This is an optimization exercise on Yosys and OpenROAD, whose aim is small area, a short achievable clock period and few clock cycles per item, not a production implementation. RTL that was checked went through simulation tests only; none was proved equivalent to the original. Power is estimated from default activity; no workload was simulated.

Setup of JK:
// flash_loader_top
module flash_loader_top #(
    parameter int SEGMENT_WORDS   = 16,
    parameter int FLASH_ADDR_BITS = 12
) (
    input  logic                                    clk,
    input  logic                                    reset_n,
    input  logic                                    stb_i,
    input  logic                                    we_i,
    input  logic [flash_loader_pkg::BUS_WIDTH-1:0]  adr_wr_i,
    input  logic [flash_loader_pkg::BUS_WIDTH-1:0]  adr_rd_i,
    input  logic [flash_loader_pkg::BUS_WIDTH-1:0]  dat_i,
    output logic [flash_loader_pkg::BUS_WIDTH-1:0]  dat_o,
    output logic                                    ack_o,
    input  logic                                    fill_we_i,
    input  logic [$clog2(SEGMENT_WORDS):0]          fill_addr_i,
    input  logic [flash_loader_pkg::WORD_WIDTH-1:0] fill_data_i,
    output logic                                    ping_busy_o,
    output logic                                    pong_busy_o,
    output logic                                    done_o,
    output logic                                    flash_valid_o,
    output logic [FLASH_ADDR_BITS-1:0]              flash_addr_o,
    output logic [flash_loader_pkg::WORD_WIDTH-1:0] flash_data_o,
    input  logic                                    flash_ready_i
);
Size: about 2,500 cells after synthesis, roughly 1,200 flip-flops, roughly 120 I/O pins, ~44,000 um^2 of cells after synthesis.
make LEC_CHECK=0 CAP_MARGIN=20 CORE_MARGIN=2 CORE_UTILIZATION=40 CTS_BUF_LIST=sky130_fd_sc_hd__clkbuf_8 CTS_CLUSTER_DIAMETER=70 CTS_CLUSTER_SIZE=14 SETUP_SLACK_MARGIN=2.0 SLEW_MARGIN=20 SYNTH_HIERARCHICAL=1 SYNTH_MINIMUM_KEEP_SIZE=0 finish   # period 5.0 ns
run.sh (not shown) runs the stock make flow with config.mk's settings and CLKGATE_MAP_FILE= SYNTH_SCRIPT=/design/flow/synth_recipe.tcl, a recipe that flattens the netlist after the stock synthesis.
Modified inputs, MS compared to JK
--- a/flow/design.v
+++ b/flow/design.v
@@ -36,24 +36,35 @@
 module loader_nor3 (
     input  logic [2:0] a_i,
     output logic       y_o
 );
     assign y_o = ~|a_i;
 endmodule
 module loader_nor2 (
     input  logic [1:0] a_i,
     output logic       y_o
 );
     assign y_o = ~|a_i;
 endmodule
+module loader_dec5 (
+    input  logic        en_i,
+    input  logic [4:0]  a_i,
+    output logic [31:0] y_o
+);
+    always_comb begin
+        for (int i = 0; i < 32; i++) begin
+            y_o[i] = en_i & (a_i == 5'(i));
+        end
+    end
+endmodule
 `timescale 1ns/1ps
 import flash_loader_pkg::*;
 module flash_loader_top #(
     parameter int SEGMENT_WORDS   = 16,
     parameter int FLASH_ADDR_BITS = 12
 ) (
     input  logic                                    clk,
     input  logic                                    reset_n,
     input  logic                                    stb_i,
     input  logic                                    we_i,
     input  logic [flash_loader_pkg::BUS_WIDTH-1:0]  adr_wr_i,
     input  logic [flash_loader_pkg::BUS_WIDTH-1:0]  adr_rd_i,
@@ -145,33 +156,35 @@
             3'd2:    lo_mux = data_q[2];
             3'd3:    lo_mux = data_q[3];
             3'd4:    lo_mux = {5'b0, pong_busy_o, ping_busy_o, done_o};
             default: lo_mux = '0;
         endcase
     end
     assign dat_o = {BUS_WIDTH{hi_zero_a & hi_zero_b}} & lo_mux;
     logic [WORD_WIDTH-1:0] mem [WORDS];
     logic [WORD_WIDTH-1:0] rd_data;
     logic [WORDS-1:0]      rd_sel;
     logic [CNT_BITS-1:0]   wr_cnt_q;    
     logic [CNT_BITS-1:0]   rd_cnt_q;    
+    logic [WORDS-1:0]      wr_sel;
+    loader_dec5 wr_dec_inst (.en_i(fill_we_i), .a_i(fill_addr_i), .y_o(wr_sel));
+    loader_dec5 rd_dec_inst (.en_i(1'b1), .a_i(rd_cnt_q[PTR_BITS-1:0]), .y_o(rd_sel));
     always_ff @(posedge clk) begin
-        if (fill_we_i) begin
-            mem[fill_addr_i] <= fill_data_i;
+        for (int i = 0; i < WORDS; i++) begin
+            if (wr_sel[i]) begin
+                mem[i] <= fill_data_i;
+            end
         end
     end
     always_comb begin
-        for (int i = 0; i < WORDS; i++) begin
-            rd_sel[i] = (rd_cnt_q[PTR_BITS-1:0] == PTR_BITS'(i));
-        end
         rd_data = '0;
         for (int i = 0; i < WORDS; i++) begin
             rd_data = rd_data | ({WORD_WIDTH{rd_sel[i]}} & mem[i]);
         end
     end
     logic       running_q;
     logic       first_q;
     logic [1:0] full_q;
     logic       half_q;         
     logic       half_last_q;    
     logic       xfer;
     logic       at_end;
[summary]
Against JK, minimum setup slack in the final design in MS came out worse. Re clock power: JK was lower than MS. Higher total die area among JK and MS: JK. Cmp JK and MS / signed area change from the synthesized netlist to the final layout / lower: JK. From JK to MS the numbers moved as follows: initial standard-cell utilization of the core roughly the same; cell count down about 2.6%. In MS the post-route cell area turned out 1.9% lower than in JK. In the metrics for JK and MS, the one carrying the higher met1 usage in global routing is JK. Compare JK and MS | share of the clock period used by the worst path after layout lower: JK.
No functional check of the RTL was part of any run of this note.

---

flash_loader_top, a different RTL version from the one above (not shown whole).
Size in the first run: about 2400 cells after synthesis, about 1200 flip-flops.
make LEC_CHECK=0 CAP_MARGIN=20 CORE_MARGIN=2 CORE_UTILIZATION=40 CTS_BUF_LIST=sky130_fd_sc_hd__clkbuf_8 CTS_CLUSTER_DIAMETER=70 CTS_CLUSTER_SIZE=14 SETUP_SLACK_MARGIN=2.0 SLEW_MARGIN=20 SYNTH_HIERARCHICAL=1 SYNTH_MINIMUM_KEEP_SIZE=0 finish   # period 5.0 ns
Edit:
--- a/flow/design.v
+++ b/flow/design.v
@@ -174,36 +174,39 @@
             3'd0:    lo_mux = data_q[0];
             3'd1:    lo_mux = data_q[1];
             3'd2:    lo_mux = data_q[2];
             3'd3:    lo_mux = data_q[3];
             3'd4:    lo_mux = {5'b0, pong_busy_o, ping_busy_o, done_o};
             default: lo_mux = '0;
         endcase
     end
     assign dat_o = {BUS_WIDTH{hi_zero_a & hi_zero_b}} & lo_mux;
-    logic [WORD_WIDTH-1:0] mem [WORDS];
+    localparam int SLOTS = WORDS - 1;
+    logic [WORD_WIDTH-1:0] mem [SLOTS];
     logic [WORD_WIDTH-1:0] rd_data;
     logic [WORDS-1:0]      rd_sel;
+    logic [WORDS-1:0]      wr_sel;
     logic [CNT_BITS-1:0]   wr_cnt_q;    
     logic [CNT_BITS-1:0]   rd_cnt_q;    
-    logic [WORDS-1:0]      wr_sel;
-    loader_dec5 wr_dec_inst (.en_i(fill_we_i), .a_i(fill_addr_i), .y_o(wr_sel));
-    loader_dec5 rd_dec_inst (.en_i(1'b1), .a_i(rd_cnt_q[PTR_BITS-1:0]), .y_o(rd_sel));
+    logic [PTR_BITS-1:0]   wr_ptr_q;    
+    logic [PTR_BITS-1:0]   rd_ptr_q;    
+    loader_dec5 wr_dec_inst (.en_i(fill_we_i), .a_i(wr_ptr_q), .y_o(wr_sel));
+    loader_dec5 rd_dec_inst (.en_i(1'b1), .a_i(rd_ptr_q), .y_o(rd_sel));
     always_ff @(posedge clk) begin
-        for (int i = 0; i < WORDS; i++) begin
+        for (int i = 0; i < SLOTS; i++) begin
             if (wr_sel[i]) begin
                 mem[i] <= fill_data_i;
             end
         end
     end
     always_comb begin
         rd_data = '0;
-        for (int i = 0; i < WORDS; i++) begin
+        for (int i = 0; i < SLOTS; i++) begin
             rd_data = rd_data | ({WORD_WIDTH{rd_sel[i]}} & mem[i]);
         end
     end
     logic                       running_q;
     logic                       first_q;      
     logic                       occ_q;        
     logic [1:0]                 full_q;
     logic                       half_q;       
     logic                       half_last_q;  
@@ -226,42 +229,48 @@
                   & (wr_cnt_q[IDX_BITS-1:0] == '0);
     always_ff @(posedge clk or negedge reset_n) begin
         if (!reset_n) begin
             running_q <= 1'b0;
             done_o    <= 1'b0;
             first_q   <= 1'b1;
             occ_q     <= 1'b0;
             wr_cnt_q  <= '0;
             rd_cnt_q  <= '0;
+            wr_ptr_q  <= '0;
+            rd_ptr_q  <= '0;
             full_q    <= '0;
         end else begin
             if (finish) begin
                 running_q <= 1'b0;
                 done_o    <= 1'b1;
                 first_q   <= 1'b1;
                 occ_q     <= 1'b0;
                 wr_cnt_q  <= '0;
                 rd_cnt_q  <= '0;
+                wr_ptr_q  <= '0;
+                rd_ptr_q  <= '0;
                 full_q    <= '0;
             end else begin
                 if (fill_start) begin
                     running_q <= 1'b1;
                     done_o    <= 1'b0;
                 end
                 if (load) begin
                     first_q  <= 1'b0;
                     occ_q    <= 1'b1;
                     rd_cnt_q <= rd_cnt_q + 1'b1;
+                    rd_ptr_q <= (rd_ptr_q == PTR_BITS'(SLOTS - 1)) ? '0 : rd_ptr_q + 1'b1;
                 end else if (xfer) begin
                     occ_q    <= 1'b0;
                 end
                 if (fill_we_i) begin
                     wr_cnt_q <= wr_cnt_q + 1'b1;
+                    wr_ptr_q <= (wr_ptr_q == PTR_BITS'(SLOTS - 1)) ? '0 : wr_ptr_q + 1'b1;
                 end
                 for (int h = 0; h < 2; h++) begin
                     if (fill_we_i && fill_addr_i == {1'(h), IDX_BITS'(SEGMENT_WORDS - 1)}) begin
                         full_q[h] <= 1'b1;
                     end else if (xfer && half_last_q && half_q == 1'(h)) begin
                         full_q[h] <= 1'b0;
                     end
                 end
             end
Wire length is lower by 4.4%.
Power increases by 4.0%.
Via count shrinks by 1.2%.
Utilization is higher by 0.23 points.
First-iteration DRC count drops by 6.3%.
Cell count shrinks by 0.52%.
Testbench counts after the change, summed over its fixed seeds: cycles 27,394, words 21,815.
Only the layout flow was run in the first run of this note; the RTL was not checked for function there.

-- port drivers added, routing unchanged --
The flow's constraints put no driver on any port. The routed layouts listed below were extracted and timed again, unchanged, in two steps.
Step 1 (the two cells are an assumption about what drives the block):
set clk [get_ports {clk}]
set_driving_cell -lib_cell sky130_fd_sc_hd__clkbuf_16 $clk
set_driving_cell -lib_cell sky130_fd_sc_hd__buf_2 [delete_from_list [all_inputs] $clk]
Step 2 also shifts input and output timing later by t, the mid clock arrival at the registers, as if the neighbouring blocks saw the same clock.
Slacks: ideal / step 1 / step 2; pairs: ideal / step 1.
run	t (ns)	slack for setup (ns)	worst register clock-pin slew, ns
JK	0.840	1.987 / 1.967 / 1.205	0.10 / 0.10
MS	0.861	1.891 / 1.844 / 1.210	0.10 / 0.10
the first run of note 2	0.832	1.948 / 1.976 / 1.149	0.10 / 0.10
the second run of note 2	0.816	1.955 / 1.955 / 1.273	0.10 / 0.10
After both steps every run listed still meets setup and hold. For the first run of note 2, which loses most, drivers alone change the setup slack by +0.028 ns; drivers and shift together by -0.799 ns.
